From an optimization exercise on the open Yosys and OpenROAD flow, aimed at small area, a short achievable clock period and few clock cycles; shortcuts taken in it are not production practice.
At most, simulation tests tie the RTL to the original design; equivalence was not proved.
Only the layout flow was run in runs 1 to 3; the RTL was not checked for function there.

==> design.v <==
package efsa_pkg;
    localparam int MAX_SERVERS = 16;
    localparam int SRV_W       = (MAX_SERVERS > 1) ? $clog2(MAX_SERVERS) : 1;
    localparam int CNT_W       = $clog2(MAX_SERVERS + 1);
    localparam int MODE_W      = 2;
    localparam int INDEX_W     = 4;
    localparam int AMOUNT_W    = 8;
    localparam int UNIT_W      = 8;
    localparam int PROD_W      = AMOUNT_W + UNIT_W;
    localparam int TIME_W      = 32;
    localparam int CFG_W       = 5;
    localparam int QUEUE_DEPTH = 2;
    localparam int QPTR_W      = $clog2(QUEUE_DEPTH);
    localparam int QCNT_W      = $clog2(QUEUE_DEPTH + 1);
    localparam int REQ_W       = MODE_W + INDEX_W + AMOUNT_W;
    localparam int RES_W       = INDEX_W + TIME_W + TIME_W + 1;
    typedef enum logic [MODE_W-1:0] {
        OP_LOAD  = 2'd0,
        OP_JOB   = 2'd1,
        OP_CLEAR = 2'd2,
        OP_NOP   = 2'd3
    } op_t;
    typedef struct packed {
        op_t                 op;
        logic [INDEX_W-1:0]  server_index;
        logic [AMOUNT_W-1:0] amount;
    } request_t;
    typedef struct packed {
        logic [INDEX_W-1:0] assigned_server;
        logic [TIME_W-1:0]  server_finish;
        logic [TIME_W-1:0]  makespan;
        logic               saturated;
    } result_t;
    function automatic logic [CNT_W-1:0] servers_in_use(input logic [CFG_W-1:0] cfg);
        logic [CNT_W-1:0] n;
        n = '0;
        if (cfg == '0)
        begin
            n = CNT_W'(1);
        end
        else if (32'(cfg) > 32'(MAX_SERVERS))
        begin
            n = CNT_W'(MAX_SERVERS);
        end
        else
        begin
            n = CNT_W'(cfg);
        end
        servers_in_use = n;
    endfunction
endpackage
module earliest_finish_server_assign_top (
    input  logic                           clk,
    input  logic                           rst_n,
    input  logic                           push,
    output logic                           full,
    input  logic [efsa_pkg::MODE_W-1:0]    mode,
    input  logic [efsa_pkg::INDEX_W-1:0]   server_index,
    input  logic [efsa_pkg::AMOUNT_W-1:0]  amount,
    output logic                           empty,
    input  logic                           pop,
    output logic [efsa_pkg::INDEX_W-1:0]   assigned_server,
    output logic [efsa_pkg::TIME_W-1:0]    server_finish,
    output logic [efsa_pkg::TIME_W-1:0]    makespan,
    output logic                           saturated,
    input  logic                           cfg_valid,
    output logic                           cfg_ready,
    input  logic [efsa_pkg::CFG_W-1:0]     num_servers
);
    localparam int NS = efsa_pkg::MAX_SERVERS;
    localparam int TW = efsa_pkg::TIME_W;
    localparam int HW = TW / 2;
    localparam int SW = efsa_pkg::SRV_W;
    localparam int CW = efsa_pkg::CNT_W;
    localparam int UW = efsa_pkg::UNIT_W;
    localparam int AW = efsa_pkg::AMOUNT_W;
    localparam int PW = efsa_pkg::PROD_W;
    function automatic logic [1:0] ltne(input logic [23:0] a, input logic [23:0] b,
                                        input int lo, input int w);
        logic [1:0] hi_r, lo_r;
        if (w == 1)
        begin
            ltne = {b[lo], a[lo] ^ b[lo]};
        end
        else
        begin
            hi_r = ltne(a, b, lo + w / 2, w - w / 2);
            lo_r = ltne(a, b, lo, w / 2);
            ltne = {hi_r[0] ? hi_r[1] : lo_r[1], hi_r[0] | lo_r[0]};
        end
    endfunction
    function automatic logic lt_w(input logic [23:0] a, input logic [23:0] b, input int w);
        logic [1:0] r;
        r = ltne(a, b, 0, w);
        lt_w = r[1] & r[0];
    endfunction
    function automatic logic [2*PW-1:0] csa(input logic [PW-1:0] x, input logic [PW-1:0] y,
                                            input logic [PW-1:0] z);
        csa = {((x & y) | (x & z) | (y & z)) << 1, x ^ y ^ z};
    endfunction
    function automatic logic [PW-1:0] mul8(input logic [AW-1:0] a, input logic [UW-1:0] b);
        logic [PW-1:0]   r0, r1, r2, r3, r4, r5, r6, r7;
        logic [2*PW-1:0] t0, t1, t2, t3, t4, t5;
        r0 = b[0] ? (PW'(a) << 0) : '0;
        r1 = b[1] ? (PW'(a) << 1) : '0;
        r2 = b[2] ? (PW'(a) << 2) : '0;
        r3 = b[3] ? (PW'(a) << 3) : '0;
        r4 = b[4] ? (PW'(a) << 4) : '0;
        r5 = b[5] ? (PW'(a) << 5) : '0;
        r6 = b[6] ? (PW'(a) << 6) : '0;
        r7 = b[7] ? (PW'(a) << 7) : '0;
        t0 = csa(r0, r1, r2);
        t1 = csa(r3, r4, r5);
        t2 = csa(t0[PW-1:0], t0[2*PW-1:PW], t1[PW-1:0]);
        t3 = csa(t1[2*PW-1:PW], r6, r7);
        t4 = csa(t2[PW-1:0], t2[2*PW-1:PW], t3[PW-1:0]);
        t5 = csa(t4[PW-1:0], t4[2*PW-1:PW], t3[2*PW-1:PW]);
        mul8 = t5[PW-1:0] + t5[2*PW-1:PW];
    endfunction
    logic [efsa_pkg::CFG_W-1:0] cfg_reg;
    logic [CW-1:0]              placed_reg;
    logic [TW-1:0]              longest_reg;
    logic [SW-1:0]              l_idx  [NS];    
    logic [TW-1:0]              l_fin  [NS];    
    logic                       l_done [NS];    
    logic [UW-1:0]              unit_reg [NS];
    logic [UW-1:0]              head_unit;      
    logic [UW-1:0]              e1_unit;        
    logic [PW-1:0]              prod_reg;       
    logic                       f0_valid, f1_valid;
    logic [efsa_pkg::MODE_W-1:0] f0_mode, f1_mode;
    logic [SW-1:0]              f0_idx, f1_idx;
    logic [AW-1:0]              f0_amt, f1_amt;
    logic                       res_valid;
    logic [SW-1:0]              res_srv;
    logic [TW-1:0]              res_fin;
    logic                       res_sat;
    logic [CW-1:0] n_eff;
    logic          resorting;
    logic          res_ok;
    logic          exec;
    logic          acc;
    logic          mv1;
    logic          is_load, is_job, is_clear;
    logic          do_job, do_load, do_clear, do_step, do_ins;
    assign n_eff     = efsa_pkg::servers_in_use(cfg_reg);
    assign resorting = !l_done[0];
    assign res_ok    = !res_valid || pop;
    assign is_load   = (f0_mode == efsa_pkg::OP_LOAD);
    assign is_job    = (f0_mode == efsa_pkg::OP_JOB);
    assign is_clear  = (f0_mode == efsa_pkg::OP_CLEAR);
    assign exec      = f0_valid && res_ok && !(is_job && resorting);
    assign do_job    = exec && is_job;
    assign do_load   = exec && is_load;
    assign do_clear  = exec && is_clear;
    assign do_step   = resorting && !do_clear && !cfg_valid;
    assign do_ins    = do_job || do_step;
    assign mv1       = f1_valid && (!f0_valid || exec);
    assign full      = f1_valid && !mv1;
    assign acc       = push && !full;
    assign cfg_ready = 1'b1;
    assign empty     = !res_valid;
    logic [SW-1:0]   c;
    logic [TW-1:0]   h;
    logic [PW-1:0]   p;
    logic [HW:0]     s_lo;
    logic            cy;
    logic [HW:0]     h_hi1;
    logic            sat;
    logic [TW-1:0]   fin_new;
    logic            k_inact, k_pl;
    assign c       = l_idx[0];
    assign h       = l_fin[0];
    assign p       = resorting ? '0 : prod_reg;
    assign s_lo    = {1'b0, h[HW-1:0]} + (HW + 1)'(p);
    assign cy      = s_lo[HW];
    assign h_hi1   = {1'b0, h[TW-1:HW]} + (HW + 1)'(1);
    assign sat     = cy && h_hi1[HW];
    assign fin_new = sat ? '1 : {(cy ? h_hi1[HW-1:0] : h[TW-1:HW]), s_lo[HW-1:0]};
    assign k_inact = (CW'(c) >= n_eff);
    assign k_pl    = resorting ? (CW'(c) < placed_reg) : 1'b1;
    logic [NS-2:0] ahead;
    always_comb
    begin
        for (int j = 0; j < NS - 1; j++)
        begin
            logic          e_inact, e_pl;
            logic [HW-1:0] e_hi;
            logic          lt0, eq0, eq1, lt_lo, lt_hi, eq_hi, fin_lt;
            e_inact = (CW'(l_idx[j+1]) >= n_eff);
            e_pl    = (CW'(l_idx[j+1]) < placed_reg);
            e_hi    = l_fin[j+1][TW-1:HW];
            lt0     = lt_w(24'(e_hi), 24'(h[TW-1:HW]), HW);
            eq0     = (e_hi == h[TW-1:HW]);
            eq1     = (e_hi == h_hi1[HW-1:0]);
            lt_lo   = lt_w(24'({l_fin[j+1][HW-1:0], l_idx[j+1]}), 24'({s_lo[HW-1:0], c}), HW + SW);
            lt_hi   = cy ? (lt0 || eq0) : lt0;
            eq_hi   = cy ? eq1 : eq0;
            fin_lt  = sat ? (!(&l_fin[j+1]) || (l_idx[j+1] < c))
                          : (lt_hi || (eq_hi && lt_lo));
            if (!l_done[j+1])
                ahead[j] = 1'b1;
            else if (e_inact != k_inact)
                ahead[j] = !e_inact;
            else if (e_pl != k_pl)
                ahead[j] = !e_pl;
            else
                ahead[j] = fin_lt;
        end
    end
    logic [NS-1:0] take_next, take_key;
    always_comb
    begin
        for (int j = 0; j < NS; j++)
        begin
            take_next[j] = (j < NS - 1) ? ahead[j] : 1'b0;
            take_key[j]  = !take_next[j] && ((j == 0) ? 1'b1 : ahead[j-1]);
        end
    end
    logic [TW-1:0] room;
    logic          grow;
    assign room = longest_reg - h;
    assign grow = (room[TW-1:HW] == '0) && lt_w(24'(room[HW-1:0]), 24'(p), HW);
    logic [AW-1:0] amt_next;
    logic [UW-1:0] u_a, u_b, u_e2;
    logic          ld_f, cl_f;
    logic          sel_a;
    logic          hold_p;
    logic [PW-1:0] prod_a, prod_b;
    assign amt_next = (f0_valid && is_job && resorting) ? f0_amt : f1_amt;
    assign hold_p   = f0_valid && is_job && !resorting && !exec;
    assign ld_f     = f0_valid && is_load;
    assign cl_f     = f0_valid && is_clear;
    assign u_a      = (ld_f && f0_idx == l_idx[1]) ? f0_amt : e1_unit;
    assign u_b      = cl_f ? unit_reg[0] : (ld_f && f0_idx == c) ? f0_amt : head_unit;
    assign u_e2     = (ld_f && f0_idx == l_idx[2]) ? f0_amt : unit_reg[l_idx[2]];
    assign sel_a    = do_ins && ahead[0];
    assign prod_a   = mul8(amt_next, u_a);
    assign prod_b   = mul8(amt_next, u_b);
    always_ff @(posedge clk or negedge rst_n)
    begin
        if (!rst_n)
        begin
            cfg_reg     <= efsa_pkg::CFG_W'(NS);
            placed_reg  <= '0;
            longest_reg <= '0;
            f0_valid    <= 1'b0;
            f1_valid    <= 1'b0;
            res_valid   <= 1'b0;
            for (int j = 0; j < NS; j++)
            begin
                l_idx[j]  <= SW'(j);
                l_fin[j]  <= '0;
                l_done[j] <= 1'b1;
            end
        end
        else
        begin
            if (cfg_valid)
            begin
                cfg_reg <= num_servers;
            end
            if (exec || !f0_valid)
                f0_valid <= f1_valid;
            f1_valid <= acc || (f1_valid && !mv1);
            if (exec)
                res_valid <= 1'b1;
            else if (pop)
                res_valid <= 1'b0;
            if (do_clear)
            begin
                placed_reg  <= '0;
                longest_reg <= '0;
                for (int j = 0; j < NS; j++)
                begin
                    l_idx[j]  <= SW'(j);
                    l_fin[j]  <= '0;
                    l_done[j] <= 1'b1;
                end
            end
            else if (cfg_valid)
            begin
                for (int j = 0; j < NS; j++)
                    l_done[j] <= 1'b0;
            end
            else
            begin
                if (do_job)
                begin
                    if (placed_reg < n_eff)
                        placed_reg <= placed_reg + CW'(1);
                    if (grow)
                        longest_reg <= fin_new;
                end
                if (do_ins)
                begin
                    for (int j = 0; j < NS; j++)
                    begin
                        if (take_next[j])
                        begin
                            l_idx[j]  <= l_idx[j+1];
                            l_fin[j]  <= l_fin[j+1];
                            l_done[j] <= l_done[j+1];
                        end
                        else if (take_key[j])
                        begin
                            l_idx[j]  <= c;
                            l_fin[j]  <= fin_new;
                            l_done[j] <= 1'b1;
                        end
                    end
                end
            end
        end
    end
    always_ff @(posedge clk)
    begin
        if (exec || !f0_valid)
        begin
            f0_mode <= f1_mode;
            f0_idx  <= f1_idx;
            f0_amt  <= f1_amt;
        end
        if (acc)
        begin
            f1_mode <= mode;
            f1_idx  <= server_index;
            f1_amt  <= amount;
        end
        if (exec)
        begin
            res_srv <= do_job ? c : '0;
            res_fin <= do_job ? fin_new : '0;
            res_sat <= do_job && sat;
        end
        if (do_load)
        begin
            unit_reg[f0_idx] <= f0_amt;
        end
        head_unit <= sel_a ? u_a : u_b;
        if (cl_f)
            e1_unit <= unit_reg[1];
        else if (do_ins)
            e1_unit <= ahead[1] ? u_e2 : ahead[0] ? u_b : u_a;
        else
            e1_unit <= u_a;
        if (!hold_p)
            prod_reg <= sel_a ? prod_a : prod_b;
    end
    assign assigned_server = res_srv;
    assign server_finish   = res_fin;
    assign makespan        = longest_reg;
    assign saturated       = res_sat;
endmodule
==> run.sh <==
#!/bin/bash
# synth_recipe.tcl (not shown) runs the flow's synth.tcl, then flattens the netlist and writes it again
# the make line also repeats each setting of config.mk as NAME=value (left out here)
make -C /OpenROAD-flow-scripts/flow DESIGN_CONFIG=/design/flow/config.mk WORK_HOME=/design/flow/orfs CLKGATE_MAP_FILE= SYNTH_SCRIPT=/design/flow/synth_recipe.tcl finish
==> config.mk <==
export PLATFORM = sky130hd
export DESIGN_NAME = earliest_finish_server_assign_top
export DESIGN_NICKNAME = earliest_finish_server_assign_top
export VERILOG_FILES = /design/flow/design.v
export SDC_FILE = /design/flow/constraint.sdc
export NUM_CORES = 4
export LEC_CHECK = 0
export CAP_MARGIN = 20
export CORE_MARGIN = 2
export CORE_UTILIZATION = 40
export SLEW_MARGIN = 20
==> constraint.sdc <==
create_clock -name core_clock -period 9.0 [get_ports {clk}]
set_input_delay 1.8000 -clock core_clock [delete_from_list [all_inputs] [get_ports {clk}]]
set_output_delay 1.8000 -clock core_clock [all_outputs]
set_load 0.01 [all_outputs]
==> reports/results.ini, run 1 <==
[synth]
synth.area.top_cells = dfrtp_1 (22%), edfxtp_1 (9.4%), ha_1 (5.2%)
ys.flop_type = dfrtp_1
synth_common_cells = nor2_1 (623), dfrtp_1 (588), nand2_1 (441), clkbuf_1 (375), xnor2_1 (358)
syn_avg_cell_area_um2 = 9.26
synth_nets = 7587
synth-async-reset-ratio = 0.739
ys_ff_latch = 862
synth_area_leader_cell = dfrtp_1
ys_types = 121
yosys_warnings = 4
synth_seq_area_share = 0.339
synthCells = 7208
netlist_area_um2 = 66700
yosysMostFrequentCell = nor2_1
synth-edff-count = 209
synth_top_area_frac = 0.220

[cts]
htree_levels = 3
cts_resized = 0
clock-sinks = 862
cts_tree = built
hold_buffers = 0
cts-root-buf = clkbuf_16
clk_latency_ns = 0.80
cts.path.max_buffers = 3
postCtsSetupRepairBufs = 0
cts_buffers = 105
cts.clk_slew.worst_paths_ns = 0.06

[critical_path]
reg2reg_from = l_done[0]$_DFFE_PN1P_
cp-startpoint = l_done[0]$_DFFE_PN1P_
reg2reg_to = l_fin[10][26]$_DFFE_PN0P_
worstSetupPathType = reg -> reg
r2r_slack_ns = 1.74
crit_required_ns = 9.67
cp-endpoint = l_fin[10][26]$_DFFE_PN0P_
arrival_ns = 7.94
endpoint_kind = flip-flop
cp_max_fo = 34
reg2reg_depth = 16
start_kind = flip-flop

[die]
dieWidth_um = 412
ioPinCount = 96
fp.dieH_um = 412
initial_utilization = 0.404
dieArea_um2 = 170000
coreArea_um2 = 165000
rows = 149

[cells_and_area]
nNetsFinal = 7432
design_area_um2 = 74200
drive_gt1_frac = 0.112
areaGrowthSynthToFinish_pct = 11.2
final_util = 0.449
largest_register_ffs = 512

[placed_design]
port_buffers = 94
gp_congestion = 1.05
place_hpwl_um = 239000
placed_area_um2 = 70400

[global_route]
grtUsageTotal = 0.385
grt_pass1_wl_um = 470000
grt_pass1_vias = 60200
grt_max_degree = 120
antenna_found_initial = 17
grt.overflow.total = 0

[timing]
period_minus_slack_ns = 7.26
fin_setup_tns_ns = 0
worst_pin_slew_ns = 1.29
skew_ns = 0.0571
maxSlewHeadroom = 0.133
maxSlewViolCount = 0
finalHoldViolCount = 0
fmax_ghz = 0.138
setup_viol = 0
whs_ns = 0.425
final.period_utilization = 0.807
rsz0062_at_grt = false

[detailed_routing]
first_iter_violations = 9473
vias = 64500
drt-total-wl_um = 335000
via_per_inst = 6.90
drc = 0
drt-wirelength-per-cell_um = 35.9
drtPass1Iterations = 7
ant_nets = 0

[min_path]
min_path_type = reg -> reg

[status]
outcome = timing/DRC/antenna clean

[job]
maxCapViolCount = 0

worst min-delay path by stage:
stage / from / end / cells after the start
floorplan: f1_idx[0]$_DFFE_PP_ / f0_idx[0]$_DFFE_PP_ / 0
global placement: f1_mode[0]$_DFFE_PP_ / f0_mode[0]$_DFFE_PP_ / 0
detailed placement: f1_mode[0]$_DFFE_PP_ / f0_mode[0]$_DFFE_PP_ / 0
CTS: f1_mode[0]$_DFFE_PP_ / f0_mode[0]$_DFFE_PP_ / 0
global route: f1_mode[0]$_DFFE_PP_ / f0_mode[0]$_DFFE_PP_ / 0
finish: f1_mode[0]$_DFFE_PP_ / f0_mode[0]$_DFFE_PP_ / 0
routing by layer:
metal / global-route usage / part of all wire / vias to the layer above
li1: - / - / 26300
met1: 0.482 / 0.37 / 31900
met2: 0.552 / 0.41 / 4867
met3: 0.129 / 0.13 / 1342
met4: 0.276 / 0.089 / 22
met5: 0 / 0.00047 / -
cells by family (layout without fill, tap and decap cells):
| logic type | count (synthesis) | in the layout | synth area share |
|---|---|---|---|
| XOR/XNOR | 577 | 577 | 0.0831 |
| buffers and inverters | 943 | 876 | 0.0583 |
| AO/OA/AOI/OAI | 1878 | 1878 | 0.205 |
| AND/OR/NAND/NOR | 2079 | 2079 | 0.154 |
| adder cells (fa/ha/maj) | 504 | 504 | 0.0979 |
| other | 1 | 14 | 0.0000562 |
| flip-flops | 862 | 862 | 0.339 |
| multiplexers | 364 | 364 | 0.0633 |
critical path: stages, from the launching register on:
cell	delay, ns
dfstp_2	0.52
and2_1	0.22
ha_1	0.20
fa_1	0.48
a211oi_2	0.47
nor4_2	0.16
or4_1	0.55
a21boi_1	0.78
nor2_2	0.12
buf_4	0.38
or2_2	0.41
a21oi_1	0.60
nand4_1	0.27
o211ai_4	0.59
or2_1	0.29
nand2_1	0.60
o2bb2ai_1	0.37
area by class of cell:
class | count | area [µm²]
Timing Repair Buffer | 366 | 3110
Sequential cell | 862 | 22600
Multi-Input combinational cell | 5403 | 40800
Clock buffer | 138 | 2910
Tap cell | 2189 | 2740
Antenna cell | 13 | 32.5
Fill cell | 15700 | 91100
Inverter | 315 | 1180
Clock inverter | 57 | 802
per-stage QoR:
step                      worst slack [ns]  std cells
after floorplan                       2.30       7208
after global placement                2.01       9130
after detailed placement              1.95       9131
after CTS                             1.92       9326
after global routing                  1.35       9332
final                                 1.74       9343
layout by cell type, fill, tap and decap left out, types with 49 or more instances in the layout:
cell / count
buf_4: 260
dfrtp_1: 579
edfxtp_1: 209
a31oi_1: 56
clkbuf_16: 105
a22o_1: 51
nor3_1: 110
o211ai_1: 70
nand4_1: 184
nand2_1: 434
fa_1: 80
xnor2_1: 348
o21ai_0: 276
xor2_1: 180
a21o_1: 126
nand3_1: 175
nor2b_1: 59
o2bb2ai_1: 165
nor2_1: 608
ha_1: 275
mux2i_1: 257
inv_1: 302
a221o_1: 83
dfstp_2: 49
a21oi_1: 324
a211oi_1: 115
o221ai_1: 59
nand2b_1: 120
nor4_1: 127
maj3_1: 148
clkdlybuf4s50_1: 92
==> run 2: changes to the inputs <==
--- a/design.v
+++ b/design.v
@@ -77,3 +77,4 @@
     localparam int PW = efsa_pkg::PROD_W;
-    function automatic logic [1:0] ltne(input logic [23:0] a, input logic [23:0] b,
+    localparam int MW = efsa_pkg::MODE_W;
+    function automatic logic [1:0] ltne(input logic [39:0] a, input logic [39:0] b,
                                         input int lo, input int w);
@@ -91,3 +92,3 @@
     endfunction
-    function automatic logic lt_w(input logic [23:0] a, input logic [23:0] b, input int w);
+    function automatic logic lt_w(input logic [39:0] a, input logic [39:0] b, input int w);
         logic [1:0] r;
@@ -120,7 +121,8 @@
     logic [efsa_pkg::CFG_W-1:0] cfg_reg;
-    logic [CW-1:0]              placed_reg;
     logic [TW-1:0]              longest_reg;
-    logic [SW-1:0]              l_idx  [NS];    
-    logic [TW-1:0]              l_fin  [NS];    
-    logic                       l_done [NS];    
+    logic [SW-1:0]              l_idx   [NS];   
+    logic [TW-1:0]              l_fin   [NS];   
+    logic                       l_done  [NS];   
+    logic                       l_inact [NS];   
+    logic                       l_pl    [NS];   
     logic [UW-1:0]              unit_reg [NS];
@@ -129,4 +131,5 @@
     logic [PW-1:0]              prod_reg;       
+    logic [2:0]                 fw_reg;         
     logic                       f0_valid, f1_valid;
-    logic [efsa_pkg::MODE_W-1:0] f0_mode, f1_mode;
+    logic [MW-1:0]              f0_mode, f1_mode;
     logic [SW-1:0]              f0_idx, f1_idx;
@@ -141,4 +144,4 @@
     logic          exec;
-    logic          acc;
     logic          mv1;
+    logic          acc;
     logic          is_load, is_job, is_clear;
@@ -156,3 +159,3 @@
     assign do_step   = resorting && !do_clear && !cfg_valid;
-    assign do_ins    = do_job || do_step;
+    assign do_ins    = (do_job && !cfg_valid) || do_step;
     assign mv1       = f1_valid && (!f0_valid || exec);
@@ -162,13 +165,14 @@
     assign empty     = !res_valid;
-    logic [SW-1:0]   c;
-    logic [TW-1:0]   h;
-    logic [PW-1:0]   p;
-    logic [HW:0]     s_lo;
-    logic            cy;
-    logic [HW:0]     h_hi1;
-    logic            sat;
-    logic [TW-1:0]   fin_new;
-    logic            k_inact, k_pl;
+    logic [SW-1:0] c;
+    logic [TW-1:0] h;
+    logic [PW-1:0] p;
+    logic [HW:0]   s_lo;
+    logic          cy;
+    logic [HW:0]   h_hi1;
+    logic [HW-1:0] s_hi;
+    logic          sat;
+    logic [TW-1:0] fin_new;
+    logic          k_inact, k_pl;
     assign c       = l_idx[0];
-    assign h       = l_fin[0];
+    assign h       = l_pl[0] ? l_fin[0] : '0;
     assign p       = resorting ? '0 : prod_reg;
@@ -177,6 +181,7 @@
     assign h_hi1   = {1'b0, h[TW-1:HW]} + (HW + 1)'(1);
+    assign s_hi    = cy ? h_hi1[HW-1:0] : h[TW-1:HW];
     assign sat     = cy && h_hi1[HW];
-    assign fin_new = sat ? '1 : {(cy ? h_hi1[HW-1:0] : h[TW-1:HW]), s_lo[HW-1:0]};
-    assign k_inact = (CW'(c) >= n_eff);
-    assign k_pl    = resorting ? (CW'(c) < placed_reg) : 1'b1;
+    assign fin_new = sat ? '1 : {s_hi, s_lo[HW-1:0]};
+    assign k_inact = resorting ? (CW'(c) >= n_eff) : 1'b0;
+    assign k_pl    = resorting ? l_pl[0] : 1'b1;
     logic [NS-2:0] ahead;
@@ -186,22 +191,15 @@
         begin
-            logic          e_inact, e_pl;
-            logic [HW-1:0] e_hi;
-            logic          lt0, eq0, eq1, lt_lo, lt_hi, eq_hi, fin_lt;
-            e_inact = (CW'(l_idx[j+1]) >= n_eff);
-            e_pl    = (CW'(l_idx[j+1]) < placed_reg);
-            e_hi    = l_fin[j+1][TW-1:HW];
-            lt0     = lt_w(24'(e_hi), 24'(h[TW-1:HW]), HW);
-            eq0     = (e_hi == h[TW-1:HW]);
-            eq1     = (e_hi == h_hi1[HW-1:0]);
-            lt_lo   = lt_w(24'({l_fin[j+1][HW-1:0], l_idx[j+1]}), 24'({s_lo[HW-1:0], c}), HW + SW);
-            lt_hi   = cy ? (lt0 || eq0) : lt0;
-            eq_hi   = cy ? eq1 : eq0;
-            fin_lt  = sat ? (!(&l_fin[j+1]) || (l_idx[j+1] < c))
-                          : (lt_hi || (eq_hi && lt_lo));
+            logic idx_lt, fin_lt;
+            idx_lt = (l_idx[j+1] < c);
+            fin_lt = sat ? (!(&l_fin[j+1]) || idx_lt)
+                         : lt_w(40'({l_fin[j+1], l_idx[j+1]}), 40'({s_hi, s_lo[HW-1:0], c}),
+                                TW + SW);
             if (!l_done[j+1])
                 ahead[j] = 1'b1;
-            else if (e_inact != k_inact)
-                ahead[j] = !e_inact;
-            else if (e_pl != k_pl)
-                ahead[j] = !e_pl;
+            else if (l_inact[j+1] != k_inact)
+                ahead[j] = !l_inact[j+1];
+            else if (l_pl[j+1] != k_pl)
+                ahead[j] = !l_pl[j+1];
+            else if (!k_pl)
+                ahead[j] = idx_lt;
             else
@@ -222,3 +220,3 @@
     assign room = longest_reg - h;
-    assign grow = (room[TW-1:HW] == '0) && lt_w(24'(room[HW-1:0]), 24'(p), HW);
+    assign grow = (room[TW-1:HW] == '0) && lt_w(40'(room[HW-1:0]), 40'(p), HW);
     logic [AW-1:0] amt_next;
@@ -233,5 +231,5 @@
     assign cl_f     = f0_valid && is_clear;
-    assign u_a      = (ld_f && f0_idx == l_idx[1]) ? f0_amt : e1_unit;
-    assign u_b      = cl_f ? unit_reg[0] : (ld_f && f0_idx == c) ? f0_amt : head_unit;
-    assign u_e2     = (ld_f && f0_idx == l_idx[2]) ? f0_amt : unit_reg[l_idx[2]];
+    assign u_a      = fw_reg[1] ? f0_amt : e1_unit;
+    assign u_b      = cl_f ? unit_reg[0] : fw_reg[0] ? f0_amt : head_unit;
+    assign u_e2     = fw_reg[2] ? f0_amt : unit_reg[l_idx[2]];
     assign sel_a    = do_ins && ahead[0];
@@ -239,2 +237,27 @@
     assign prod_b   = mul8(amt_next, u_b);
+    logic          nf0_new, nf0_ld;
+    logic [SW-1:0] nf0_idx;
+    logic [2:0]    fw_next;
+    assign nf0_new = exec || !f0_valid;
+    assign nf0_ld  = nf0_new ? (f1_valid && f1_mode == efsa_pkg::OP_LOAD) : ld_f;
+    assign nf0_idx = nf0_new ? f1_idx : f0_idx;
+    always_comb
+    begin
+        for (int k = 0; k < 3; k++)
+        begin
+            logic eq_here, eq_next, eq_key, eq_clr;
+            eq_here = (nf0_idx == l_idx[k]);
+            eq_next = (nf0_idx == l_idx[k+1]);
+            eq_key  = (nf0_idx == c);
+            eq_clr  = (nf0_idx == SW'(k));
+            if (do_clear)
+                fw_next[k] = nf0_ld && eq_clr;
+            else if (do_ins && take_next[k])
+                fw_next[k] = nf0_ld && eq_next;
+            else if (do_ins && take_key[k])
+                fw_next[k] = nf0_ld && eq_key;
+            else
+                fw_next[k] = nf0_ld && eq_here;
+        end
+    end
     always_ff @(posedge clk or negedge rst_n)
@@ -244,3 +267,2 @@
             cfg_reg     <= efsa_pkg::CFG_W'(NS);
-            placed_reg  <= '0;
             longest_reg <= '0;
@@ -249,7 +271,9 @@
             res_valid   <= 1'b0;
+            fw_reg      <= '0;
             for (int j = 0; j < NS; j++)
             begin
-                l_idx[j]  <= SW'(j);
-                l_fin[j]  <= '0;
-                l_done[j] <= 1'b1;
+                l_idx[j]   <= SW'(j);
+                l_done[j]  <= 1'b1;
+                l_inact[j] <= 1'b0;
+                l_pl[j]    <= 1'b0;
             end
@@ -259,5 +283,4 @@
             if (cfg_valid)
-            begin
                 cfg_reg <= num_servers;
-            end
+            fw_reg <= fw_next;
             if (exec || !f0_valid)
@@ -270,10 +293,13 @@
             if (do_clear)
-            begin
-                placed_reg  <= '0;
                 longest_reg <= '0;
+            else if (do_job && grow)
+                longest_reg <= fin_new;
+            if (do_clear)
+            begin
                 for (int j = 0; j < NS; j++)
                 begin
-                    l_idx[j]  <= SW'(j);
-                    l_fin[j]  <= '0;
-                    l_done[j] <= 1'b1;
+                    l_idx[j]   <= SW'(j);
+                    l_done[j]  <= 1'b1;
+                    l_inact[j] <= (CW'(j) >= n_eff);
+                    l_pl[j]    <= 1'b0;
                 end
@@ -285,27 +311,19 @@
             end
-            else
+            else if (do_ins)
             begin
-                if (do_job)
-                begin
-                    if (placed_reg < n_eff)
-                        placed_reg <= placed_reg + CW'(1);
-                    if (grow)
-                        longest_reg <= fin_new;
-                end
-                if (do_ins)
+                for (int j = 0; j < NS; j++)
                 begin
-                    for (int j = 0; j < NS; j++)
+                    if (take_next[j])
                     begin
-                        if (take_next[j])
-                        begin
-                            l_idx[j]  <= l_idx[j+1];
-                            l_fin[j]  <= l_fin[j+1];
-                            l_done[j] <= l_done[j+1];
-                        end
-                        else if (take_key[j])
-                        begin
-                            l_idx[j]  <= c;
-                            l_fin[j]  <= fin_new;
-                            l_done[j] <= 1'b1;
-                        end
+                        l_idx[j]   <= l_idx[j+1];
+                        l_done[j]  <= l_done[j+1];
+                        l_inact[j] <= l_inact[j+1];
+                        l_pl[j]    <= l_pl[j+1];
+                    end
+                    else if (take_key[j])
+                    begin
+                        l_idx[j]   <= c;
+                        l_done[j]  <= 1'b1;
+                        l_inact[j] <= k_inact;
+                        l_pl[j]    <= k_pl;
                     end
@@ -317,2 +335,12 @@
     begin
+        if (do_ins)
+        begin
+            for (int j = 0; j < NS; j++)
+            begin
+                if (take_next[j])
+                    l_fin[j] <= l_fin[j+1];
+                else if (take_key[j])
+                    l_fin[j] <= fin_new;
+            end
+        end
         if (exec || !f0_valid)
@@ -336,5 +364,3 @@
         if (do_load)
-        begin
             unit_reg[f0_idx] <= f0_amt;
-        end
         head_unit <= sel_a ? u_a : u_b;
==> reports/results.ini, run 2 <==
[placed_design]
port_buffers = 94  ; unchanged
placed_area_um2 = 62800  ; -11%
gp_congestion = 1.02  ; -3.1%
place_hpwl_um = 170000  ; -29%
placed_cells = 7933  ; -13%

[global_route]
grt.overflow.total = 0  ; unchanged
grtUsageTotal = 0.286  ; -0.0982
grt_pass1_wl_um = 323000  ; -31%
grt_max_degree = 86  ; -28%
antenna_found_initial = 10  ; -7
grt_pass1_vias = 47300  ; -21%

[critical_path]
endpoint_kind = flip-flop
path_depth = 20  ; +4
crit_required_ns = 9.61  ; -0.06 ns
crit_path_frequent_cell = buf_4
cp_max_fo = 65  ; +91%
worstSetupPathType = reg -> reg
critPathMaxStageDelay_ns = 0.87  ; +0.09 ns
crit_path_cell_trace = and2_1 -> ha_1 -> a21o_1 -> a211oi_1 -> o21ai_1 -> a22oi_4 -> nor2_2 -> buf_4 -> xnor2_4 -> buf_4 -> xnor2_1 -> or3_1 -> or4_1 -> nor4bb_1 -> a2111o_1 -> nand3_2 -> buf_4 -> nor3_1 -> a22oi_1 -> o21ai_0
cp_slowest_cell = dfstp_2
start_kind = flip-flop
arrival_ns = 8.75  ; +0.81 ns
path_buf_inv = 3  ; +2
reg2reg_depth = 20  ; +4
critPathTopFamily = simple AND/OR/NAND/NOR gates

[detailed_routing]
drt-wirelength-per-cell_um = 27.5  ; -23%
ant_nets = 0  ; unchanged
vias = 50800  ; -21%
drc = 0  ; unchanged
via_per_inst = 6.25  ; -9.4%
drtPass1Iterations = 8  ; +1
first_iter_violations = 6376  ; -33%
drt-total-wl_um = 224000  ; -33%

[cts]
clock-sinks = 891  ; +3.4%
cts.clk_slew.worst_paths_ns = 0.06  ; about the same
postCtsSetupRepairBufs = 0  ; unchanged
cts_resized = 0  ; unchanged
cts-root-buf = clkbuf_16
cts.path.max_buffers = 3  ; unchanged
clk_latency_ns = 0.75  ; -0.05 ns
cts_buffers = 104  ; -0.95%
htree_levels = 3  ; unchanged
cts_tree = built
hold_buffers = 0  ; unchanged

[synth]
synth-edff-count = 717  ; +240%
yosys_warnings = 6  ; +2
yosysMostFrequentCell = edfxtp_1
ys_ff_latch = 891  ; +3.4%
ys_types = 117  ; -3.3%
syn_avg_cell_area_um2 = 9.68  ; +4.5%
synth-async-reset-ratio = 0.173  ; -0.566
synth_seq_area_share = 0.436  ; +0.0969
synth_nets = 6397  ; -16%
synth_area_leader_cell = edfxtp_1
synth_common_cells = edfxtp_1 (717), nand2_1 (625), nor2_1 (609), o21ai_0 (461), a21oi_1 (448)
synthCells = 6132  ; -15%
synth.area.top_cells = edfxtp_1 (36%), dfrtp_1 (4.4%), nand2_1 (4.0%)
synth_top_area_frac = 0.363  ; +0.142
ys.flop_type = edfxtp_1
netlist_area_um2 = 59300  ; -11%

[cells_and_area]
fill_cells = 13900  ; -12%
areaGrowthSynthToFinish_pct = 11.8
largest_register_ffs = 512  ; unchanged
layout_common_cells = edfxtp_1 (717), nand2_1 (623), nor2_1 (602)
final_common_cell = edfxtp_1
nNetsFinal = 6376  ; -14%
final_cells = 8136  ; -13%
drive_gt1_frac = 0.103  ; -0.00864
design_area_um2 = 66400  ; -11%

[die]
dieWidth_um = 389  ; -5.6%
rows = 141  ; -5.4%
initial_utilization = 0.402  ; -0.00124
dieArea_um2 = 151000  ; -11%
coreArea_um2 = 147000  ; -11%
ioPinCount = 96  ; unchanged
fp.dieH_um = 389  ; -5.6%

[timing]
setup_viol = 0  ; unchanged
worst_pin_slew_ns = 1.16  ; -0.124 ns
maxSlewHeadroom = 0.202  ; +0.0692
fmax_ghz = 0.123  ; -11%
fin_setup_tns_ns = 0  ; unchanged
period_minus_slack_ns = 8.14  ; +0.877 ns
maxSlewViolCount = 0  ; unchanged
skew_ns = 0.0567  ; -0.000354 ns
finalHoldViolCount = 0  ; unchanged
final.period_utilization = 0.904  ; +0.0974
whs_ns = 0.461  ; +0.0356 ns
rsz0062_at_grt = false

[job]
maxCapViolCount = 0  ; unchanged

[min_path]
min_path_type = reg -> reg
holdPathStages = 0  ; unchanged

[status]
outcome = timing/DRC/antenna clean

==> run 2: final timing paths <==
path	from	endpoint	slack, ns
setup / recovery	l_done[0]$_DFFE_PN1P_	l_idx[10][2]$_DFFE_PN0P_	0.86
hold / removal	f1_amt[1]$_DFFE_PP_	f0_amt[1]$_DFFE_PN_	0.46
setup reg to reg	l_done[0]$_DFFE_PN1P_	l_idx[10][2]$_DFFE_PN0P_	0.86
hold reg to reg	f1_amt[1]$_DFFE_PP_	f0_amt[1]$_DFFE_PN_	0.46
max in group asynchronous	rst_n	longest_reg[18]$_DFFE_PN0P_	6.54
min in group asynchronous	rst_n	l_idx[10][0]$_DFFE_PN0P_	1.16
==> run 2: cell type report <==
type / instances / area [µm²] / share of cell area
diodes: 6 / 15.0 / 0.000226
clock buffers: 126 / 2760 / 0.0415
clock inverters: 69 / 781 / 0.0118
inverters: 301 / 1130 / 0.0171
multi-input cells: 4531 / 31000 / 0.467
flip-flops and latches: 891 / 25800 / 0.389
well taps: 1930 / 2410 / 0.0364
repair buffers: 282 / 2410 / 0.0363
==> run 2: worst register-to-register path, stage by stage, from the launching register on <==
cell and delay [ns]:
dfstp_2 0.87, and2_1 0.25, ha_1 0.36, a21o_1 0.28
a211oi_1 0.58, o21ai_1 0.35, a22oi_4 0.74, nor2_2 0.09
buf_4 0.23, xnor2_4 0.49, buf_4 0.42, xnor2_1 0.10
or3_1 0.39, or4_1 0.54, nor4bb_1 0.87, a2111o_1 0.22
nand3_2 0.07, buf_4 0.30, nor3_1 0.55, a22oi_1 0.18
o21ai_0 0.12
==> run 2: logic make-up after synthesis <==
| logic type | count (synthesis) | synth area share |
|---|---|---|
| AO/OA/AOI/OAI | 1698 | 0.185 |
| buffers and inverters | 710 | 0.0481 |
| other | 1 | 0.0000632 |
| XOR/XNOR | 308 | 0.0536 |
| multiplexers | 217 | 0.0472 |
| flip-flops | 891 | 0.436 |
| adder cells (fa/ha/maj) | 313 | 0.0731 |
| AND/OR/NAND/NOR | 1994 | 0.158 |
==> run 2: per-stage QoR <==
| stage | worst slack [ns] | utilization |
|---|---|---|
| after detailed placement | 1.18 | 0.426 |
| final | 0.860 | 0.450 |
| after CTS | 1.12 | 0.450 |
| after global routing | 0.447 | 0.450 |
| after floorplan | 1.50 | - |
| after global placement | 1.28 | 0.426 |
==> run 2: per-layer routing <==
| metal | vias to the layer above | routed length (µm) | share of wire | global-route usage |
|---|---|---|---|---|
| li1 | 22700 | - | - | - |
| met2 | 2533 | 101000 | 0.45 | 0.446 |
| met1 | 25100 | 89600 | 0.40 | 0.375 |
| met4 | 12 | 12200 | 0.055 | 0.138 |
| met5 | - | 80 | 0.00036 | 0 |
| met3 | 526 | 21200 | 0.095 | 0.0672 |
==> run 3: changes to the inputs <==
--- a/config.mk
+++ b/config.mk
@@ -10,2 +10,3 @@
 export CORE_UTILIZATION = 40
+export SETUP_SLACK_MARGIN = 3.5
 export SLEW_MARGIN = 20
==> reports/results.ini, run 3 <==
[synth]
yosysMostFrequentCell = edfxtp_1
synth_nets = 6397  ; unchanged
ys_ff_latch = 891  ; unchanged
syn_avg_cell_area_um2 = 9.68  ; unchanged
netlist_area_um2 = 59300  ; unchanged
yosys_warnings = 6  ; unchanged
synth_top_area_frac = 0.363  ; unchanged
synth-edff-count = 717  ; unchanged
synth_area_leader_cell = edfxtp_1
synth_common_cells = edfxtp_1 (717), nand2_1 (625), nor2_1 (609), o21ai_0 (461), a21oi_1 (448)
synth.area.top_cells = edfxtp_1 (36%), dfrtp_1 (4.4%), nand2_1 (4.0%)
ys_types = 117  ; unchanged
synthCells = 6132  ; unchanged
synth_seq_area_share = 0.436  ; unchanged
synth-async-reset-ratio = 0.173  ; unchanged
ys.flop_type = edfxtp_1

[die]
dieWidth_um = 389  ; unchanged
initial_utilization = 0.402  ; unchanged
rows = 141  ; unchanged
ioPinCount = 96  ; unchanged
fp.dieH_um = 389  ; unchanged
coreArea_um2 = 147000  ; unchanged
dieArea_um2 = 151000  ; unchanged

[timing]
skew_ns = 0.0795  ; +0.0228 ns
maxSlewHeadroom = -0.00706  ; -0.209
fmax_ghz = 0.163  ; +33%
worst_slack_ns = 2.88  ; +2.02 ns
period_minus_slack_ns = 6.12  ; -2.02 ns
maxSlewViolCount = 9  ; +9
rsz0062_at_grt = true
fin_setup_tns_ns = 0  ; unchanged
whs_ns = 0.486  ; +0.0250 ns
worst_pin_slew_ns = 1.51  ; +0.342 ns
setup_viol = 0  ; unchanged
finalHoldViolCount = 0  ; unchanged
final.period_utilization = 0.680  ; -0.225

[cells_and_area]
layout_common_cells = edfxtp_1 (717), nand2_1 (448), nor2_1 (408)
largest_register_ffs = 512  ; unchanged
drive_gt1_frac = 0.363  ; +0.260
areaGrowthSynthToFinish_pct = 43.6
final_cells = 8909  ; +9.5%
final_common_cell = edfxtp_1
nNetsFinal = 7147  ; +12%

[detailed_routing]
ant_nets = 0  ; unchanged
drt-total-wl_um = 295000  ; +32%
first_iter_violations = 10800  ; +69%
drtPass1Iterations = 10  ; +2
drc = 0  ; unchanged
drt-wirelength-per-cell_um = 33.1  ; +20%
vias = 60800  ; +20%
via_per_inst = 6.82  ; +9.1%

[cts]
clock-sinks = 891  ; unchanged
cts-root-buf = clkbuf_16
cts_buffers = 104  ; unchanged
cts.path.max_buffers = 3  ; unchanged
cts_tree = built
htree_levels = 3  ; unchanged
clk_latency_ns = 0.81  ; +0.06 ns
cts.clk_slew.worst_paths_ns = 0.07  ; about the same

[status]
failed_checks = max-capacitance violations, max-slew violations
outcome = complete, but fails checks

[global_route]
grt_pass1_vias = 53100  ; +12%
antenna_found_initial = 10  ; unchanged
grt.overflow.total = 0  ; unchanged
grtUsageTotal = 0.340  ; +0.0537
grt_max_degree = 76  ; -12%
grt_pass1_wl_um = 377000  ; +17%

[critical_path]
cp_slowest_cell = dfstp_4
path_buf_inv = 8  ; +5
cp_max_fo = 6  ; -91%
endpoint_kind = flip-flop
crit_path_frequent_cell = buf_6
critPathMaxStageDelay_ns = 0.67  ; -0.20 ns
critPathTopFamily = simple AND/OR/NAND/NOR gates
worstSetupPathType = reg -> reg
crit_required_ns = 9.64  ; +0.03 ns
arrival_ns = 6.76  ; -1.99 ns
start_kind = flip-flop

[placed_design]
gp_congestion = 1.04  ; +2.1%
place_ws_ns = 1.23  ; +0.0517 ns
placed_cells = 7939  ; +0.076%
port_buffers = 94  ; unchanged
place_hpwl_um = 172000  ; +1.5%

[job]
maxCapViolCount = 1  ; +1

[min_path]
min_path_type = reg -> reg

run 3: changes by cell type in the layout (fill, tap and decap cells not counted), sizes merged, moves of 2 or more:
cell and change:
a21oi +2, and2 +3, buf +685, bufbuf +3, bufinv -5, clkbuf +58
clkinvlp +11, diode +5, o21a +2, or2 +5
run 3: routing by layer:
| metal | global-route usage | part of all wire |
|---|---|---|
| met4 | 0.204 | 0.083 |
| met2 | 0.502 | 0.40 |
| met5 | 0 | 0.00064 |
| met1 | 0.446 | 0.36 |
| met3 | 0.0909 | 0.16 |
run 3: worst reg2reg max path, cell delays in order, from the launching register on:
cell and delay (ns):
dfstp_4 0.67, buf_6 0.16, and2_4 0.15, inv_2 0.04, fa_2 0.35, and3b_2 0.30
buf_6 0.11, a221oi_4 0.07, buf_4 0.14, or3b_4 0.43, a21oi_4 0.16, buf_12 0.15
nor2_4 0.05, buf_12 0.13, maj3_1 0.36, a211oi_2 0.34, o221ai_1 0.35, nand4_1 0.18
nor4bb_4 0.53, a2111o_1 0.24, buf_6 0.13, nand3_4 0.17, buf_6 0.20, nor3_4 0.31
a22oi_2 0.16, o31ai_4 0.09
run 3: kinds of logic after synthesis:
family                   synth area share
buffers and inverters              0.0481
flip-flops                          0.436
XOR/XNOR                           0.0536
adder cells (fa/ha/maj)            0.0731
multiplexers                       0.0472
AND/OR/NAND/NOR                     0.158
other                           0.0000632
AO/OA/AOI/OAI                       0.185
run 3: metrics by stage:
stage	instance area [µm²]	utilization
2_1_floorplan	60000	-
3_3_place_gp	63200	0.428
3_5_place_dp	63200	0.428
4_1_cts	76900	0.521
5_1_grt	85200	0.578
6_report	85200	0.578
run 3: cell type report:
type	instances	area [µm²]
clock buffers	117	2690
well taps	1930	2410
diodes	11	27.5
flip-flops and latches	891	25900
inverters	301	1170
multi-input cells	4547	38200
repair inverters	1	7.51
fillers	11600	62300
clock inverters	75	754
repair buffers	1036	14100
run 3: final timing paths:
check                      depth (start not counted)                        to             startpoint  slack [ns]
setup reg to reg                                  25  l_idx[10][0]$_DFFE_PN0P_  l_done[0]$_DFFE_PN1P_        2.88
max in group asynchronous                          2  l_idx[10][2]$_DFFE_PN0P_                  rst_n        6.62
min in group asynchronous                          1   l_idx[5][3]$_DFFE_PN0P_                  rst_n        0.96
hold / removal                                     1       l_pl[4]$_DFFE_PN0P_    l_pl[5]$_DFFE_PN0P_        0.49
setup / recovery                                  25  l_idx[10][0]$_DFFE_PN0P_  l_done[0]$_DFFE_PN1P_        2.88
hold reg to reg                                    1       l_pl[4]$_DFFE_PN0P_    l_pl[5]$_DFFE_PN0P_        0.49
run 3: timing repair:
item	CTS	global route
cloned	95	101
resized for setup	1040	1349
endpoints found under the hold margin	0	0
pin swaps	248	294
setup endpoints to repair	1128	1126
setup buffers	415	156
hold buffers	0	0
==> run 4: changes to the inputs <==
--- a/design.v
+++ b/design.v
@@ -101,2 +101,42 @@
     endfunction
+    function automatic logic [PW-1:0] add_ks(input logic [PW-1:0] a, input logic [PW-1:0] b);
+        logic [PW-1:0] g, t, g0, t0, x;
+        g = a & b;
+        t = a ^ b;
+        x = t;
+        for (int lv = 0; (1 << lv) < PW; lv++)
+        begin
+            g0 = g;
+            t0 = t;
+            for (int i = 0; i < PW; i++)
+            begin
+                if (i >= (1 << lv))
+                begin
+                    g[i] = g0[i] | (t0[i] & g0[i - (1 << lv)]);
+                    t[i] = t0[i] & t0[i - (1 << lv)];
+                end
+            end
+        end
+        add_ks = x ^ {g[PW-2:0], 1'b0};
+    endfunction
+    function automatic logic [PW-1:0] mul8r4(input logic [AW-1:0] a, input logic [AW+1:0] a3,
+                                             input logic [UW-1:0] b);
+        logic [PW-1:0]   r [4];
+        logic [2*PW-1:0] t0, t1;
+        for (int k = 0; k < 4; k++)
+        begin
+            case (b[2*k +: 2])
+                2'd0: r[k] = '0;
+                2'd1: r[k] = PW'(a) << (2 * k);
+                2'd2: r[k] = PW'(a) << (2 * k + 1);
+                default: r[k] = PW'(a3) << (2 * k);
+            endcase
+        end
+        t0 = csa(r[0], r[1], r[2]);
+        t1 = csa(t0[PW-1:0], t0[2*PW-1:PW], r[3]);
+        mul8r4 = add_ks(t1[PW-1:0], t1[2*PW-1:PW]);
+    endfunction
+    function automatic logic [AW+1:0] times3(input logic [AW-1:0] a);
+        times3 = (AW + 2)'(a) + ((AW + 2)'(a) << 1);
+    endfunction
     function automatic logic [PW-1:0] mul8(input logic [AW-1:0] a, input logic [UW-1:0] b);
@@ -118,3 +158,3 @@
         t5 = csa(t4[PW-1:0], t4[2*PW-1:PW], t3[2*PW-1:PW]);
-        mul8 = t5[PW-1:0] + t5[2*PW-1:PW];
+        mul8 = add_ks(t5[PW-1:0], t5[2*PW-1:PW]);
     endfunction
@@ -123,3 +163,4 @@
     logic [SW-1:0]              l_idx   [NS];   
-    logic [TW-1:0]              l_fin   [NS];   
+    logic [TW-1:0]              l_fin0;         
+    logic [TW-1:0]              l_fin   [1:NS-1];  
     logic                       l_done  [NS];   
@@ -131,2 +172,5 @@
     logic [PW-1:0]              prod_reg;       
+    logic [AW-1:0]              pamt_reg;       
+    logic [AW+1:0]              pamt3_reg;      
+    logic [HW:0]                hi1_reg;        
     logic [2:0]                 fw_reg;         
@@ -176,7 +220,7 @@
     assign c       = l_idx[0];
-    assign h       = l_pl[0] ? l_fin[0] : '0;
-    assign p       = resorting ? '0 : prod_reg;
+    assign h       = l_fin0;
+    assign p       = prod_reg;
     assign s_lo    = {1'b0, h[HW-1:0]} + (HW + 1)'(p);
     assign cy      = s_lo[HW];
-    assign h_hi1   = {1'b0, h[TW-1:HW]} + (HW + 1)'(1);
+    assign h_hi1   = hi1_reg;
     assign s_hi    = cy ? h_hi1[HW-1:0] : h[TW-1:HW];
@@ -191,20 +235,24 @@
         begin
-            logic idx_lt, fin_lt;
+            logic       idx_lt, fin_lt, lt0, eq0, eq1, lt_lo;
+            logic       same_in, same_pl, force1, use_fin;
+            logic [1:0] r_hi;
             idx_lt = (l_idx[j+1] < c);
+            r_hi   = ltne(40'(l_fin[j+1][TW-1:HW]), 40'(h[TW-1:HW]), 0, HW);
+            lt0    = r_hi[1] && r_hi[0];
+            eq0    = !r_hi[0];
+            eq1    = (l_fin[j+1][TW-1:HW] == h_hi1[HW-1:0]);
+            lt_lo  = lt_w(40'({l_fin[j+1][HW-1:0], l_idx[j+1]}), 40'({s_lo[HW-1:0], c}), HW + SW);
             fin_lt = sat ? (!(&l_fin[j+1]) || idx_lt)
-                         : lt_w(40'({l_fin[j+1], l_idx[j+1]}), 40'({s_hi, s_lo[HW-1:0], c}),
-                                TW + SW);
-            if (!l_done[j+1])
-                ahead[j] = 1'b1;
-            else if (l_inact[j+1] != k_inact)
-                ahead[j] = !l_inact[j+1];
-            else if (l_pl[j+1] != k_pl)
-                ahead[j] = !l_pl[j+1];
-            else if (!k_pl)
-                ahead[j] = idx_lt;
-            else
-                ahead[j] = fin_lt;
+                         : cy ? (eq0 || (eq1 && lt_lo)) : (lt0 || (eq0 && lt_lo));
+            same_in  = (l_inact[j+1] == k_inact);
+            same_pl  = (l_pl[j+1] == k_pl);
+            force1   = !l_done[j+1]
+                    || (!same_in && !l_inact[j+1])
+                    || (same_in && !same_pl && !l_pl[j+1])
+                    || (same_in && same_pl && !k_pl && idx_lt);
+            use_fin  = l_done[j+1] && same_in && same_pl && k_pl;
+            ahead[j] = force1 || (use_fin && fin_lt);
         end
     end
-    logic [NS-1:0] take_next, take_key;
+    logic [NS-1:0] take_next, take_key, l_we;
     always_comb
@@ -214,3 +262,4 @@
             take_next[j] = (j < NS - 1) ? ahead[j] : 1'b0;
-            take_key[j]  = !take_next[j] && ((j == 0) ? 1'b1 : ahead[j-1]);
+            l_we[j]      = (j == 0) ? 1'b1 : ahead[j-1];
+            take_key[j]  = l_we[j] && !take_next[j];
         end
@@ -227,3 +276,3 @@
     logic [PW-1:0] prod_a, prod_b;
-    assign amt_next = (f0_valid && is_job && resorting) ? f0_amt : f1_amt;
+    assign amt_next = pamt_reg;
     assign hold_p   = f0_valid && is_job && !resorting && !exec;
@@ -235,4 +284,7 @@
     assign sel_a    = do_ins && ahead[0];
-    assign prod_a   = mul8(amt_next, u_a);
-    assign prod_b   = mul8(amt_next, u_b);
+    logic done_next0;
+    assign done_next0 = do_clear || (!cfg_valid && (do_ins ? (!take_next[0] || l_done[1])
+                                                           : l_done[0]));
+    assign prod_a   = mul8r4(amt_next, pamt3_reg, u_a);
+    assign prod_b   = mul8r4(amt_next, pamt3_reg, u_b);
     logic          nf0_new, nf0_ld;
@@ -262,2 +314,17 @@
     end
+    logic          nf0_job;
+    logic [AW-1:0] pamt_next;
+    assign nf0_job   = nf0_new ? (f1_valid && f1_mode == efsa_pkg::OP_JOB) : (f0_valid && is_job);
+    assign pamt_next = (nf0_job && !done_next0) ? (nf0_new ? f1_amt : f0_amt)
+                                                : (acc ? amount : f1_amt);
+    logic [AW+1:0] pamt3_next;
+    assign pamt3_next = (nf0_job && !done_next0) ? (nf0_new ? times3(f1_amt) : times3(f0_amt))
+                                                 : (acc ? times3(amount) : times3(f1_amt));
+    logic [HW:0] hi1_next, hi1_shift;
+    logic [HW-1:0] hi_shift;
+    assign hi_shift  = l_pl[1] ? l_fin[1][TW-1:HW] : '0;
+    assign hi1_shift = {1'b0, hi_shift} + (HW + 1)'(1);
+    assign hi1_next  = take_next[0] ? hi1_shift
+                     : sat ? {1'b1, {HW{1'b0}}}
+                     : cy  ? ({1'b0, hi1_reg[HW-1:0]} + (HW + 1)'(1)) : hi1_reg;
     always_ff @(posedge clk or negedge rst_n)
@@ -272,2 +339,4 @@
             fw_reg      <= '0;
+            l_fin0      <= '0;
+            hi1_reg     <= (HW + 1)'(1);
             for (int j = 0; j < NS; j++)
@@ -298,2 +367,4 @@
             begin
+                l_fin0  <= '0;
+                hi1_reg <= (HW + 1)'(1);
                 for (int j = 0; j < NS; j++)
@@ -313,2 +384,7 @@
             begin
+                if (take_next[0])
+                    l_fin0 <= l_pl[1] ? l_fin[1] : '0;
+                else
+                    l_fin0 <= fin_new;
+                hi1_reg <= hi1_next;
                 for (int j = 0; j < NS; j++)
@@ -322,3 +398,3 @@
                     end
-                    else if (take_key[j])
+                    else if (l_we[j])
                     begin
@@ -337,3 +413,3 @@
         begin
-            for (int j = 0; j < NS; j++)
+            for (int j = 1; j < NS; j++)
             begin
@@ -341,3 +417,3 @@
                     l_fin[j] <= l_fin[j+1];
-                else if (take_key[j])
+                else if (l_we[j])
                     l_fin[j] <= fin_new;
@@ -372,3 +448,7 @@
             e1_unit <= u_a;
-        if (!hold_p)
+        pamt_reg  <= pamt_next;
+        pamt3_reg <= pamt3_next;
+        if (!done_next0)
+            prod_reg <= '0;
+        else if (!hold_p)
             prod_reg <= sel_a ? prod_a : prod_b;
--- a/config.mk
+++ b/config.mk
@@ -7,2 +7,3 @@
 export LEC_CHECK = 0
+export ABC_AREA = 1
 export CAP_MARGIN = 20
@@ -10,3 +11,3 @@
 export CORE_UTILIZATION = 40
-export SETUP_SLACK_MARGIN = 3.5
+export SETUP_SLACK_MARGIN = 2.5
 export SLEW_MARGIN = 20
==> reports/results.ini, run 4 <==
[status]
outcome = timing/DRC/antenna clean

[die]
fp.dieH_um = 408  ; +4.8%
dieArea_um2 = 166000  ; +9.8%
dieWidth_um = 408  ; +4.8%
initial_utilization = 0.402  ; -0.000843
rows = 148  ; +5.0%
coreArea_um2 = 162000  ; +10%
ioPinCount = 96  ; unchanged

[global_route]
grt.overflow.total = 0  ; unchanged
grt_pass1_wl_um = 380000  ; +0.81%
grt_max_degree = 133  ; +75%
gr-usage-met2 = 0.492  ; -0.0106
met3_usage = 0.0494  ; -0.0414
busiest_layer = met2
grt_pass1_vias = 58000  ; +9.3%
grtUsageTotal = 0.302  ; -0.0384
antenna_found_initial = 7  ; -3
use_met1 = 0.392  ; -0.0544

[job]
maxCapViolCount = 0  ; -1

[timing]
maxSlewHeadroom = 0.136  ; +0.143
fmax_ghz = 0.162  ; -0.93%
worst_pin_slew_ns = 1.28  ; -0.227 ns
final.period_utilization = 0.686  ; +0.00639
skew_ns = 0.0950  ; +0.0154 ns
rsz0062_at_grt = false
fin_setup_tns_ns = 0  ; unchanged
finalHoldViolCount = 0  ; unchanged
period_minus_slack_ns = 6.18  ; +0.0575 ns
maxSlewViolCount = 0  ; -9
setup_viol = 0  ; unchanged

[synth]
yosysMostFrequentCell = nand2_1
ys_types = 83  ; -29%
yosys_warnings = 8  ; +2
synth_top_area_frac = 0.301  ; -0.0621
synth_nets = 8854  ; +38%
syn_avg_cell_area_um2 = 7.58  ; -22%
synth_area_leader_cell = edfxtp_1
synth.area.top_cells = edfxtp_1 (30%), nand2_1 (12%), dfrtp_1 (5.9%)
synth-edff-count = 653  ; -8.9%
ys.flop_type = edfxtp_1
synth_seq_area_share = 0.401  ; -0.0348
synthCells = 8604  ; +40%
netlist_area_um2 = 65200  ; +9.9%
synth_common_cells = nand2_1 (2,143), inv_1 (882), nor2_1 (816), edfxtp_1 (653), o21ai_0 (644)
synth-async-reset-ratio = 0.219  ; +0.0466
ys_ff_latch = 925  ; +3.8%

[cells_and_area]
nNetsFinal = 8778  ; +23%
drive_gt1_frac = 0.0696  ; -0.293
largest_register_ffs = 480  ; -6.3%
antennaDiodeCount = 0  ; -11
final_util = 0.442  ; -0.135
fill_cells = 16500  ; +41%
final_common_cell = nand2_1
areaGrowthSynthToFinish_pct = 10.2
design_area_um2 = 71900  ; -16%
layout_common_cells = nand2_1 (2,141), inv_1 (879), nor2_1 (801)

[critical_path]
crit_path_cell_trace = clkdlybuf4s50_1 -> nor2_1 -> inv_1 -> nand3_1 -> inv_2 -> nor2_1 -> buf_4 -> inv_2 -> nor2_1 -> clkdlybuf4s50_1
start_kind = primary input
endpoint_kind = output port
crit_path_frequent_cell = nor2_1
r2r_slack_ns = 2.90  ; +0.02 ns
cp_max_fo = 26  ; +20
crit_required_ns = 7.20  ; -2.44 ns
arrival_ns = 4.38  ; -2.38 ns
reg2reg_to = l_fin[1][12]$_DFFE_PP_
reg2reg_from = l_fin0[5]$_DFFE_PN0P_
critPathMaxStageDelay_ns = 0.59  ; -0.08 ns
cp_slowest_cell = clkdlybuf4s50_1
reg2reg_depth = 21  ; -16%
worstSetupPathType = in -> out

[cts]
cts_resized = 0  ; -100%
clk_latency_ns = 0.80  ; about the same
hold_buffers = 0  ; unchanged
htree_levels = 3  ; unchanged
cts.path.max_buffers = 3  ; unchanged
postCtsSetupRepairBufs = 0  ; -100%
cts_tree = built
cts_buffers = 107  ; +2.9%
cts-root-buf = clkbuf_16
clock-sinks = 925  ; +3.8%
cts.clk_slew.worst_paths_ns = 0.06  ; about the same

[detailed_routing]
via_per_inst = 5.82  ; -15%
vias = 62800  ; +3.3%
ant_nets = 0  ; unchanged
first_iter_violations = 7218  ; -33%
drtPass1Iterations = 10  ; unchanged
drt-total-wl_um = 260000  ; -12%
drt-wirelength-per-cell_um = 24.1  ; -27%
drc = 0  ; unchanged

[min_path]
min_path_type = reg -> reg
holdCritStartpoint = l_idx[9][0]$_DFFE_PN1P_
holdPathEnd = l_idx[9][0]$_DFFE_PN1P_
holdPathStages = 2  ; +1

[placed_design]
gp_congestion = 0.991  ; -4.5%
place_hpwl_um = 186000  ; +8.3%
port_buffers = 94  ; unchanged
placed_area_um2 = 68100  ; +7.8%

## run 4: final cells by class
| cell class | instances | area, µm² | area share |
|---|---|---|---|
| clock buffer | 134 | 2810 | 0.0391 |
| clock inverter | 66 | 880 | 0.0122 |
| inverter | 927 | 3480 | 0.0485 |
| multi-input combinational | 6333 | 33700 | 0.470 |
| sequential | 925 | 26100 | 0.364 |
| tap | 2175 | 2720 | 0.0379 |
| timing repair buffer | 234 | 2090 | 0.0291 |
## run 4: worst max path at each step
stage | start | end | slack (ns)
after global routing | f0_mode[1]$_DFFE_PN_ | prod_reg[14]$_SDFFE_PN0N_ | 2.58
after global placement | pop | l_fin0[15]$_DFFE_PN0P_ | 2.70
final | pop | full | 2.82
after detailed placement | pop | l_pl[0]$_DFFE_PN0P_ | 2.70
after CTS | pop | full | 2.82
after floorplan | pop | full | 3.64
## run 4: kinds of logic (layout without fill, tap and decap cells)
kind of cell | Yosys count | after routing | synth area share
AOI/OAI and AO/OA | 1663 | 1663 | 0.147
xor gates and xnor gates | 362 | 362 | 0.0498
adders and majority gates | 227 | 227 | 0.0473
buffers and inverters | 1346 | 1361 | 0.0854
DFF | 925 | 925 | 0.401
muxes | 3 | 3 | 0.000480
other | 1 | 1 | 0.0000575
and+or+nand+nor | 4077 | 4077 | 0.269
## run 4: worst max-delay path, delay by kind of cell
family / cells / cell delay, ns
buf+inv: 6 / 1.72
simple gates: 4 / 0.84
## run 4: per-layer routing
| layer | routed length (µm) | vias to the layer above |
|---|---|---|
| met3 | 21400 | 724 |
| met4 | 13900 | 6 |
| li1 | - | 28900 |
| met5 | 31 | - |
| met2 | 119000 | 2970 |
| met1 | 105000 | 30100 |
## run 4: per-stage QoR
step                      worst slack, ns  hold slack (ns)  cells
after floorplan                      3.64            0.426   8604
after global placement               2.70            0.465  10600
after detailed placement             2.70            0.465  10600
after CTS                            2.82            0.473  10800
after global routing                 2.58            0.495  10800
final                                2.82            0.471  10800
Testbench counts of run 4, summed over its fixed seeds: cycles 6,064.

-- separate check: timing with driven ports --
In the flow no input, the clock included, has a driving cell. The finished layouts below were timed again as built, in two steps.
Step 1, drivers: a clkbuf_16 drives clk and a buf_2 each remaining input, both assumed.
Step 2 also shifts input and output timing later by t, the mid clock arrival at the registers, as if the neighbouring blocks saw the same clock.
Slacks: no drivers / after step 1 / after step 2; pairs: no drivers / after step 1.
| run | shift t [ns] | setup slack, ns | slew at the worst register clock pin (ns) |
|---|---|---|---|
| run 1 | 0.857 | 1.737 / 1.737 / 1.737 | 0.07 / 0.07 |
| run 2 | 0.805 | 0.860 / 0.860 / 0.860 | 0.07 / 0.07 |
| run 3 | 0.846 | 2.881 / 2.881 / 2.881 | 0.07 / 0.07 |
| run 4 | 0.834 | 2.823 / 2.800 / 2.615 | 0.07 / 0.07 |
For run 4, which loses most, drivers alone change the setup slack by -0.023 ns; drivers and shift together by -0.208 ns.
